This is an optimization exercise on Yosys and OpenROAD, whose aim is small area, a short achievable clock period and few clock cycles, not a production implementation.
The RTL was checked by simulation tests, not by an equivalence proof against the original design.
Power and IR drop assume default switching activity.

File: design/flow/constraint.sdc
create_clock -name core_clock -period 9.0 [get_ports {clk}]
set_input_delay 1.8000 -clock core_clock [delete_from_list [all_inputs] [get_ports {clk}]]
set_output_delay 1.8000 -clock core_clock [all_outputs]
set_load 0.01 [all_outputs]
File: design/flow/config.mk
export PLATFORM = sky130hd
export DESIGN_NAME = sa_tile
export DESIGN_NICKNAME = sa_tile
export VERILOG_FILES = /design/flow/design.v
export SDC_FILE = /design/flow/constraint.sdc
export NUM_CORES = 4
export LEC_CHECK = 0
export CAP_MARGIN = 20
export CORE_MARGIN = 2
export CORE_UTILIZATION = 40
export SLEW_MARGIN = 20
File: design/flow/run.sh
#!/bin/bash
# synth_recipe.tcl (not shown) runs the flow's synth.tcl, then flattens the netlist and writes it again
# the make line also repeats each setting of config.mk as NAME=value (left out here)
make -C /OpenROAD-flow-scripts/flow DESIGN_CONFIG=/design/flow/config.mk WORK_HOME=/design/flow/orfs CLKGATE_MAP_FILE= SYNTH_SCRIPT=/design/flow/synth_recipe.tcl finish
File: design/flow/design.v
package sa_pkg;
    typedef enum logic [1:0] {
        IDLE  = 2'd0,
        FEED  = 2'd1,
        FLUSH = 2'd2,
        DRAIN = 2'd3
    } sa_state_t;
    localparam int DEF_WIDTH = 8;
    localparam int DEF_ACC   = 32;
    localparam int DEF_N     = 4;
    localparam int DEF_KW    = 16;
endpackage
module sa_pe_clr (
    input  logic        clk,
    input  logic        job_go,
    input  logic        v,
    input  logic [30:0] init,
    input  logic [7:0]  a,
    input  logic [3:0]  neg,
    input  logic [3:0]  one,
    input  logic [3:0]  two,
    output logic [15:0] lo,
    output logic [2:0]  k,
    output logic        cy,
    output logic [14:0] hi
);
    logic        first;         
    logic [15:0] lo_m;
    logic [2:0]  k_m;
    logic [3:0]  ns;
    logic [7:0]  pp0, pp1, pp2, pp3;
    logic [8:0]  ax;
    logic [16:0] x, y;
    logic s1, c2, s3, c4, s5, c6, s7, c8, s9, c10, s11, c12, s13, c14, s15, c16, s17, c18, s19, c20, s21, c22, s23, c24, s25, c26, s27, c28, s29, c30, s31, c32, s33, c34, s35, c36, s37, c38, s39, c40, s41, c42, s43, c44, s45, c46, s47, c48, s49, c50, s51, c52, s53, c54, s55, c56, s57, c58, s59, c60, s61, c62, s63, c64, s65, c66, s67, c68, s69, c70, s71, c72;
    assign ax   = {a, 1'b0};
    assign lo_m = first ? init[15:0] : lo;
    assign k_m  = first ? '0 : k;
    for (genvar m = 0; m < 8; m++) begin : g_pp
        assign pp0[m] = ((one[0] & ax[m+1]) | (two[0] & ax[m])) ^ neg[0];
        assign pp1[m] = ((one[1] & ax[m+1]) | (two[1] & ax[m])) ^ neg[1];
        assign pp2[m] = ((one[2] & ax[m+1]) | (two[2] & ax[m])) ^ neg[2];
        assign pp3[m] = ((one[3] & ax[m+1]) | (two[3] & ax[m])) ^ neg[3];
    end
    for (genvar j = 0; j < 4; j++) begin : g_ns
        assign ns[j] = v & ~(((one[j] | two[j]) & a[7]) ^ neg[j]);
    end
    assign s1 = pp0[4] ^ pp1[2] ^ pp2[0];
    assign c2 = (pp0[4] & pp1[2]) | (pp0[4] & pp2[0]) | (pp1[2] & pp2[0]);
    assign s3 = pp0[5] ^ pp1[3];
    assign c4 = pp0[5] & pp1[3];
    assign s5 = pp0[6] ^ pp1[4] ^ pp2[2];
    assign c6 = (pp0[6] & pp1[4]) | (pp0[6] & pp2[2]) | (pp1[4] & pp2[2]);
    assign s7 = pp3[0] ^ neg[3];
    assign c8 = pp3[0] & neg[3];
    assign s9 = pp0[7] ^ pp1[5] ^ pp2[3];
    assign c10 = (pp0[7] & pp1[5]) | (pp0[7] & pp2[3]) | (pp1[5] & pp2[3]);
    assign s11 = pp3[1] ^ lo_m[7];
    assign c12 = pp3[1] & lo_m[7];
    assign s13 = ns[0] ^ pp1[6] ^ pp2[4];
    assign c14 = (ns[0] & pp1[6]) | (ns[0] & pp2[4]) | (pp1[6] & pp2[4]);
    assign s15 = pp3[2] ^ lo_m[8] ^ k_m[1];
    assign c16 = (pp3[2] & lo_m[8]) | (pp3[2] & k_m[1]) | (lo_m[8] & k_m[1]);
    assign s17 = pp1[7] ^ pp2[5] ^ pp3[3];
    assign c18 = (pp1[7] & pp2[5]) | (pp1[7] & pp3[3]) | (pp2[5] & pp3[3]);
    assign s19 = ns[1] ^ pp2[6];
    assign c20 = ns[1] & pp2[6];
    assign s21 = pp0[2] ^ pp1[0];
    assign c22 = pp0[2] & pp1[0];
    assign s23 = pp0[3] ^ pp1[1];
    assign c24 = pp0[3] & pp1[1];
    assign s25 = neg[2] ^ lo_m[4] ^ k_m[0];
    assign c26 = (neg[2] & lo_m[4]) | (neg[2] & k_m[0]) | (lo_m[4] & k_m[0]);
    assign s27 = c2 ^ pp2[1] ^ lo_m[5];
    assign c28 = (c2 & pp2[1]) | (c2 & lo_m[5]) | (pp2[1] & lo_m[5]);
    assign s29 = c4 ^ lo_m[6] ^ s5;
    assign c30 = (c4 & lo_m[6]) | (c4 & s5) | (lo_m[6] & s5);
    assign s31 = c6 ^ c8 ^ s9;
    assign c32 = (c6 & c8) | (c6 & s9) | (c8 & s9);
    assign s33 = c10 ^ c12 ^ s13;
    assign c34 = (c10 & c12) | (c10 & s13) | (c12 & s13);
    assign s35 = c14 ^ c16 ^ lo_m[9];
    assign c36 = (c14 & c16) | (c14 & lo_m[9]) | (c16 & lo_m[9]);
    assign s37 = c18 ^ pp3[4] ^ lo_m[10];
    assign c38 = (c18 & pp3[4]) | (c18 & lo_m[10]) | (pp3[4] & lo_m[10]);
    assign s39 = c20 ^ pp2[7] ^ pp3[5];
    assign c40 = (c20 & pp2[7]) | (c20 & pp3[5]) | (pp2[7] & pp3[5]);
    assign s41 = ns[2] ^ pp3[6] ^ lo_m[12];
    assign c42 = (ns[2] & pp3[6]) | (ns[2] & lo_m[12]) | (pp3[6] & lo_m[12]);
    assign s43 = pp0[0] ^ neg[0];
    assign c44 = pp0[0] & neg[0];
    assign s45 = pp0[1] ^ lo_m[1];
    assign c46 = pp0[1] & lo_m[1];
    assign s47 = neg[1] ^ lo_m[2] ^ s21;
    assign c48 = (neg[1] & lo_m[2]) | (neg[1] & s21) | (lo_m[2] & s21);
    assign s49 = c22 ^ lo_m[3] ^ s23;
    assign c50 = (c22 & lo_m[3]) | (c22 & s23) | (lo_m[3] & s23);
    assign s51 = c24 ^ s1 ^ s25;
    assign c52 = (c24 & s1) | (c24 & s25) | (s1 & s25);
    assign s53 = c26 ^ s3 ^ s27;
    assign c54 = (c26 & s3) | (c26 & s27) | (s3 & s27);
    assign s55 = c28 ^ s7 ^ s29;
    assign c56 = (c28 & s7) | (c28 & s29) | (s7 & s29);
    assign s57 = c30 ^ s11 ^ s31;
    assign c58 = (c30 & s11) | (c30 & s31) | (s11 & s31);
    assign s59 = c32 ^ s15 ^ s33;
    assign c60 = (c32 & s15) | (c32 & s33) | (s15 & s33);
    assign s61 = c34 ^ s17 ^ s35;
    assign c62 = (c34 & s17) | (c34 & s35) | (s17 & s35);
    assign s63 = c36 ^ s19 ^ s37;
    assign c64 = (c36 & s19) | (c36 & s37) | (s19 & s37);
    assign s65 = c38 ^ lo_m[11] ^ s39;
    assign c66 = (c38 & lo_m[11]) | (c38 & s39) | (lo_m[11] & s39);
    assign s67 = c40 ^ k_m[2] ^ s41;
    assign c68 = (c40 & k_m[2]) | (c40 & s41) | (k_m[2] & s41);
    assign s69 = c42 ^ pp3[7] ^ lo_m[13];
    assign c70 = (c42 & pp3[7]) | (c42 & lo_m[13]) | (pp3[7] & lo_m[13]);
    assign s71 = ns[3] ^ lo_m[14];
    assign c72 = ns[3] & lo_m[14];
    assign x = {1'b0, c72, c70, c68, c66, c64, c62, c60, c58, c56, c54, c52, c50, c48, c46, c44, lo_m[0]};
    assign y = {1'b0, lo_m[15], s71, s69, s67, s65, s63, s61, s59, s57, s55, s53, s51, s49, s47, s45, s43};
    logic [4:0] t0;
    assign t0 = {1'b0, x[3:0]} + {1'b0, y[3:0]};
    logic [4:0] t1;
    assign t1 = {1'b0, x[7:4]} + {1'b0, y[7:4]};
    logic [4:0] t2;
    assign t2 = {1'b0, x[11:8]} + {1'b0, y[11:8]};
    logic [5:0] t3;
    assign t3 = {1'b0, x[16:12]} + {1'b0, y[16:12]};
    always_ff @(posedge clk) begin
        first <= job_go | (first & ~v);
        lo[3:0] <= t0[3:0];
        k[0] <= t0[4];
        lo[7:4] <= t1[3:0];
        k[1] <= t1[4];
        lo[11:8] <= t2[3:0];
        k[2] <= t2[4];
        lo[15:12] <= t3[3:0];
        cy <= t3[4];
        hi <= first ? init[30:16] : hi + {14'd0, cy};
    end
endmodule
module sa_tile (
    input  logic          clk,
    input  logic          rst_n,
    input  logic          start,
    input  logic [15:0]   k_len,
    input  logic          in_valid,
    output logic          in_ready,
    input  logic [31:0]   a_in,
    input  logic [31:0]   b_in,
    output logic          out_valid,
    input  logic          out_ready,
    output logic [1:0]    out_row,
    output logic [127:0]  out_data,
    output logic          busy,
    output logic          done
);
    logic        feed, wait1, wait2, drain;
    logic [15:0] rem;           
    logic [15:0] rem_m1;
    logic        rem_is1;       
    logic        v0;            
    logic        fire, job_go, last_take, take, load;
    assign fire      = feed & in_valid;
    assign job_go    = ~busy & start & (k_len != 16'd0);
    assign take      = drain & out_ready;
    assign last_take = take & (out_row == 2'd3);
    assign load      = wait2 | take;
    always_ff @(posedge clk or negedge rst_n) begin
        if (!rst_n) begin
            feed    <= 1'b0;
            wait1   <= 1'b0;
            wait2   <= 1'b0;
            drain   <= 1'b0;
            busy    <= 1'b0;
            done    <= 1'b0;
            rem     <= 16'd0;
            rem_is1 <= 1'b0;
            v0      <= 1'b0;
            out_row <= 2'd0;
        end else begin
            done   <= last_take;
            v0     <= fire;
            wait1  <= fire & rem_is1;
            wait2  <= wait1;
            if (job_go) begin
                feed    <= 1'b1;
                busy    <= 1'b1;
                rem     <= k_len;
                rem_is1 <= (k_len == 16'd1);
            end else if (fire) begin
                rem     <= rem_m1;
                rem_is1 <= (rem_m1 == 16'd1);
                if (rem_is1) feed <= 1'b0;
            end
            if (wait2) drain <= 1'b1;
            if (take) begin
                out_row <= out_row + 2'd1;
                if (last_take) begin
                    drain <= 1'b0;
                    busy  <= 1'b0;
                end
            end
        end
    end
    assign rem_m1    = rem - 16'd1;
    assign in_ready  = feed;
    assign out_valid = drain;
    logic [15:0] k_reg;
    logic [22:0] k85;
    logic [30:0] init_r;
    always_ff @(posedge clk) begin
        if (job_go) k_reg <= k_len;
        init_r <= {23'd0 - k85, 8'd0};
    end
    assign k85 = {7'd0, k_reg} + {5'd0, k_reg, 2'd0} + {3'd0, k_reg, 4'd0} + {1'd0, k_reg, 6'd0};
    logic [31:0] a_r;
    logic [3:0]  neg_r [4];
    logic [3:0]  one_r [4];
    logic [3:0]  two_r [4];
    always_ff @(posedge clk) begin
        a_r <= a_in;
        for (int j = 0; j < 4; j++) begin
            for (int k = 0; k < 4; k++) begin
                logic b2, b1, b0;
                b2 = b_in[8*j + 2*k + 1];
                b1 = b_in[8*j + 2*k];
                b0 = (k == 0) ? 1'b0 : b_in[8*j + 2*k - 1];
                neg_r[j][k] <= fire & b2;
                one_r[j][k] <= fire & (b1 ^ b0);
                two_r[j][k] <= fire & ((b2 & ~b1 & ~b0) | (~b2 & b1 & b0));
            end
        end
    end
    logic [15:0] lo [4][4];
    logic [2:0]  kc [4][4];
    logic        cy [4][4];
    logic [14:0] hi [4][4];
    for (genvar i = 0; i < 4; i++) begin : g_row
        for (genvar j = 0; j < 4; j++) begin : g_col
            sa_pe_clr u_pe (
                .clk    (clk),
                .job_go (job_go),
                .v      (v0),
                .init   (init_r),
                .a      (a_r[8*i +: 8]),
                .neg    (neg_r[j]),
                .one    (one_r[j]),
                .two    (two_r[j]),
                .lo     (lo[i][j]),
                .k      (kc[i][j]),
                .cy     (cy[i][j]),
                .hi     (hi[i][j])
            );
        end
    end
    logic [3:0]  nxt [4];
    logic [30:0] out_r [4];
    always_ff @(posedge clk) begin
        for (int j = 0; j < 4; j++) begin
            if (job_go)     nxt[j] <= 4'b0001;
            else if (load)  nxt[j] <= {nxt[j][2:0], nxt[j][3]};
        end
    end
    for (genvar j = 0; j < 4; j++) begin : g_out
        logic [15:0] s_lo;
        logic [2:0]  s_k;
        logic        s_cy;
        logic [14:0] s_hi;
        logic [16:0] r_lo;
        logic [14:0] r_hi;
        always_comb begin
            s_lo = '0; s_k = '0; s_cy = 1'b0; s_hi = '0;
            for (int i = 0; i < 4; i++) begin
                s_lo = s_lo | ({16{nxt[j][i]}} & lo[i][j]);
                s_k  = s_k  | ({3{nxt[j][i]}}  & kc[i][j]);
                s_cy = s_cy | (nxt[j][i] & cy[i][j]);
                s_hi = s_hi | ({15{nxt[j][i]}} & hi[i][j]);
            end
        end
        assign r_lo = {1'b0, s_lo} + {4'd0, s_k[2], 3'd0, s_k[1], 3'd0, s_k[0], 4'd0};
        assign r_hi = s_hi + {13'd0, {1'b0, s_cy} + {1'b0, r_lo[16]}};
        always_ff @(posedge clk) begin
            if (load) out_r[j] <= {r_hi, r_lo[15:0]};
        end
        assign out_data[32*j +: 32] = {out_r[j][30], out_r[j]};
    end
endmodule
==> impl_metrics.tcl <==
set metrics [dict create \
    cpMaxStageDelayCell "dfxtp_1" \
    cts.sink_count 861 \
    final.fill_count 16100 \
    die-area_um2 170000 \
    dp.cells 9129 \
    cts_setup_buffers 0 \
    final_net_count 8139 \
    internal_power_uw 18900 \
    insertion_delay_ns 0.76 \
    max_slew.worst_pin.slew_ns 1.11 \
    path_class "register to register" \
    row_count 150 \
    dpl_cell_area_um2 70900 \
    io_pins 219 \
    status "complete, no violations" \
    synth-warning-count 16 \
    die_w_um 413 \
    ctsResizeCount 0 \
    worstPathBufferInverterCount 1 \
    pwr-share-seq 0.240 \
    dp_hpwl_um 136000 \
    holdBufCountCts 0 \
    cts_tree "yes" \
    synth_seq_cells 861 \
    synth-async-reset-ratio 0.0302 \
    p_sw_uw 15500 \
    slew_headroom 0.259 \
    numCtsBuffers 105 \
    grt_pass1_wl_um 308000 \
    antenna_found_initial 17 \
    drive_above_1_share 0.0612 \
    synth-seq-area-share 0.281 \
    regArea_um2 18800 \
    cap_violations 0 \
    reg.largest.list "g_row.g_col.u_pe.lo (256), g_row.g_col.u_pe.hi (240), out_r (124)" \
    largest_reg_flops 256 \
    finalMaxSlewViolations 0 \
    viasPerCell 5.41 \
    max_clock_freq_mhz 222 \
    synth_edf_count 140 \
    vias 50500 \
    first_iter_violations 3821 \
    vdd.ir_drop.worst_mv 0.244 \
    synthesis.area_um2 66900 \
    htree_num_levels 3 \
    areaGrowthSynthToFinish_pct 11.5 \
    cts_root_buf "clkbuf_16" \
    finalHoldViolations 0 \
    setup_slack_ns 4.50 \
    final-instance-count-excl-fill 9331 \
    io_buffers 218 \
    critPathTopFamily "simple AND/OR/NAND/NOR gates" \
    power_leakage_uw 0.0320 \
    core-area_um2 167000 \
    setup_tns_ns 0 \
    crit_required_ns 9.46 \
    ys_types 68 \
    routed_wl_um 198000 \
    p_clk_frac 0.132 \
    cts.clk_slew.worst_paths_ns 0.06 \
    finalSetupViolations 0 \
    grt_pass1_vias 52100 \
    avgSynthCellArea_um2 9.45 \
    multi_input_area_um2 43300 \
    crit_path_start_kind "register" \
    grt.overflow.total 0 \
    utilization 0.448 \
    drc 0 \
    final_common_cell "inv_1" \
    syn_inst 7079 \
    critPathMostFrequentCell "ha_1" \
    final_area_um2 74600 \
    rsz0062_at_grt "false" \
    end_kind "register" \
    synth_ff_type "dfxtp_1" \
    ant_nets 0 \
    routedWlPerCell_um 21.2 \
    initial_core_util 0.401 \
    track_usage 0.231 \
    gp_congestion 0.877 \
    min-delay-path-class "register to register" \
    finalCriticalPeriod_ns 4.50 \
    pwr-share-comb 0.628 \
    top_register "g_row.g_col.u_pe.lo" \
    crit_fanout 20 \
    die_height_um 413 \
    first_pass_iters 5 \
    path_cells "buf_4 > a22oi_1 > nand2_1 > ha_1 > ha_1 > a41oi_1 > nor2_1 > o211a_1 > fa_1 > ha_1 > or3b_1 > nor3_1 > xnor2_1" \
    finClkSkew_ns 0.0399 \
    place_ws_ns 4.29 \
    pwr_density_cell_nw_per_um2 461 \
    grt_start_max_net_pins 56 \
    cp.arrival_ns 4.96 \
    clockBufferDepth 3 \
    critPathMaxStageDelay_ns 0.84 \
    final_cell_mix "771 x inv_1, 705 x a22oi_1, 661 x dfxtp_1" \
    syn_nets 8186 \
    swShare 0.450 \
    min_period_over_period 0.500 \
]
==> worst register-to-register path: cells and delay by family (launching register included) <==
family                   cells  cell delay [ns]
AND/OR/NAND/NOR              4             1.16
adder cells (fa/ha/maj)      4             0.99
flip-flops                   1             0.84
AO/OA/AOI/OAI                3             0.73
buffers and inverters        1             0.40
XOR/XNOR                     1             0.10
==> routing by layer <==
layer | up-vias | global-route usage | wire, um
li1 | 23500 | - | -
met5 | - | 0 | 110
met1 | 24900 | 0.303 | 84300
met3 | 353 | 0.0382 | 13100
met2 | 1716 | 0.389 | 93600
met4 | 18 | 0.0721 | 6460
==> power groups by stage <==
stage                     clock, uW  sequential (uW)  combinational [uW]
final                          4550             8250               21600
after detailed placement          0             8330               21600
after global placement            0             8300               20800
after global routing           4780             8480               24700
after floorplan                   0             7480               16400
after CTS                      4650             8270               21800
==> final timing paths <==
path,from,to,slack (ns),cells after the start
worst max-delay path,nxt[3][3],out_r[3][30],4.50,13
worst min-delay path,wait1,wait2,0.35,0
worst max register to register,nxt[3][3],out_r[3][30],4.50,13
worst min register to register,wait1,wait2,0.35,0
max in group asynchronous,rst_n,rem[4],7.29,2
min in group asynchronous,rst_n,rem[7],1.43,2
==> metrics by stage <==
stage          total power [uW]  hold slack, ns
2_1_floorplan             23900           0.331
3_3_place_gp              29100           0.338
3_5_place_dp              29900           0.336
4_1_cts                   34700           0.347
5_1_grt                   38000           0.370
6_report                  34400           0.349
==> cells by family (layout without fill, tap and decap cells) <==
kind of cell | after synthesis | after routing | synth area share
other | 0 | 4 | 0
muxes | 163 | 163 | 0.0261
AOI/OAI and AO/OA | 1389 | 1389 | 0.140
xor gates and xnor gates | 1036 | 1036 | 0.136
and+or+nand+nor | 1340 | 1340 | 0.0964
DFF | 861 | 861 | 0.281
adders and majority gates | 1022 | 1022 | 0.250
buffers and inverters | 1268 | 1312 | 0.0714
==> synth_stat cells (78+ instances only) <==
| cell | instances | area (um^2) |
|---|---|---|
| ha_1 | 498 | 6230 |
| dfxtp_1 | 695 | 13900 |
| nand3_1 | 95 | 475 |
| xor2_1 | 439 | 3840 |
| edfxtp_1 | 140 | 4200 |
| clkbuf_1 | 411 | 1540 |
| a22oi_1 | 705 | 5290 |
| nand2_1 | 636 | 2390 |
| a21o_1 | 138 | 1040 |
| o21ai_0 | 295 | 1480 |
| buf_1 | 78 | 293 |
| xnor2_1 | 597 | 5230 |
| inv_1 | 772 | 2900 |
| nor2b_1 | 153 | 957 |
| mux2_2 | 93 | 1050 |
| a21oi_1 | 117 | 586 |
| fa_1 | 524 | 10500 |
| nor2_1 | 129 | 484 |
==> cell type report <==
cell class,count,share of cell area
Multi-Input combinational cell,4950,0.581
Sequential cell,861,0.252
Timing Repair Buffer,339,0.0414
Clock buffer,141,0.0398
Inverter,775,0.0391
Tap cell,2204,0.0370
Clock inverter,57,0.00943
Antenna cell,4,0.000134
Testbench counts, summed over its fixed seeds: cycles 17,359.

==> static timing again, ports no longer ideal <==
How much do the figures lean on ideal ports? The routed layout below was timed once more, with nothing changed but the port constraints. Step 1: set_driving_cell puts a clkbuf_16 on clk and a buf_2 on each other input, an assumption about the parent block. Step 2, shift: input delay + t, output delay - t, t = (earliest + latest rising clock arrival at the registers) / 2. This alone moves slack from input paths to output paths. a / b / c = ideal / step 1 / step 2; a / b = the first two.
t (ns): 0.815
setup WS [ns]: 4.500 / 4.500 / 4.210
worst data-port slew with drivers (ns): 0.14
pins driven straight from the clock port: 1
After both steps setup and hold are still met in this run. For this run, drivers alone change the setup slack by 0.000 ns; drivers and shift together by -0.290 ns.
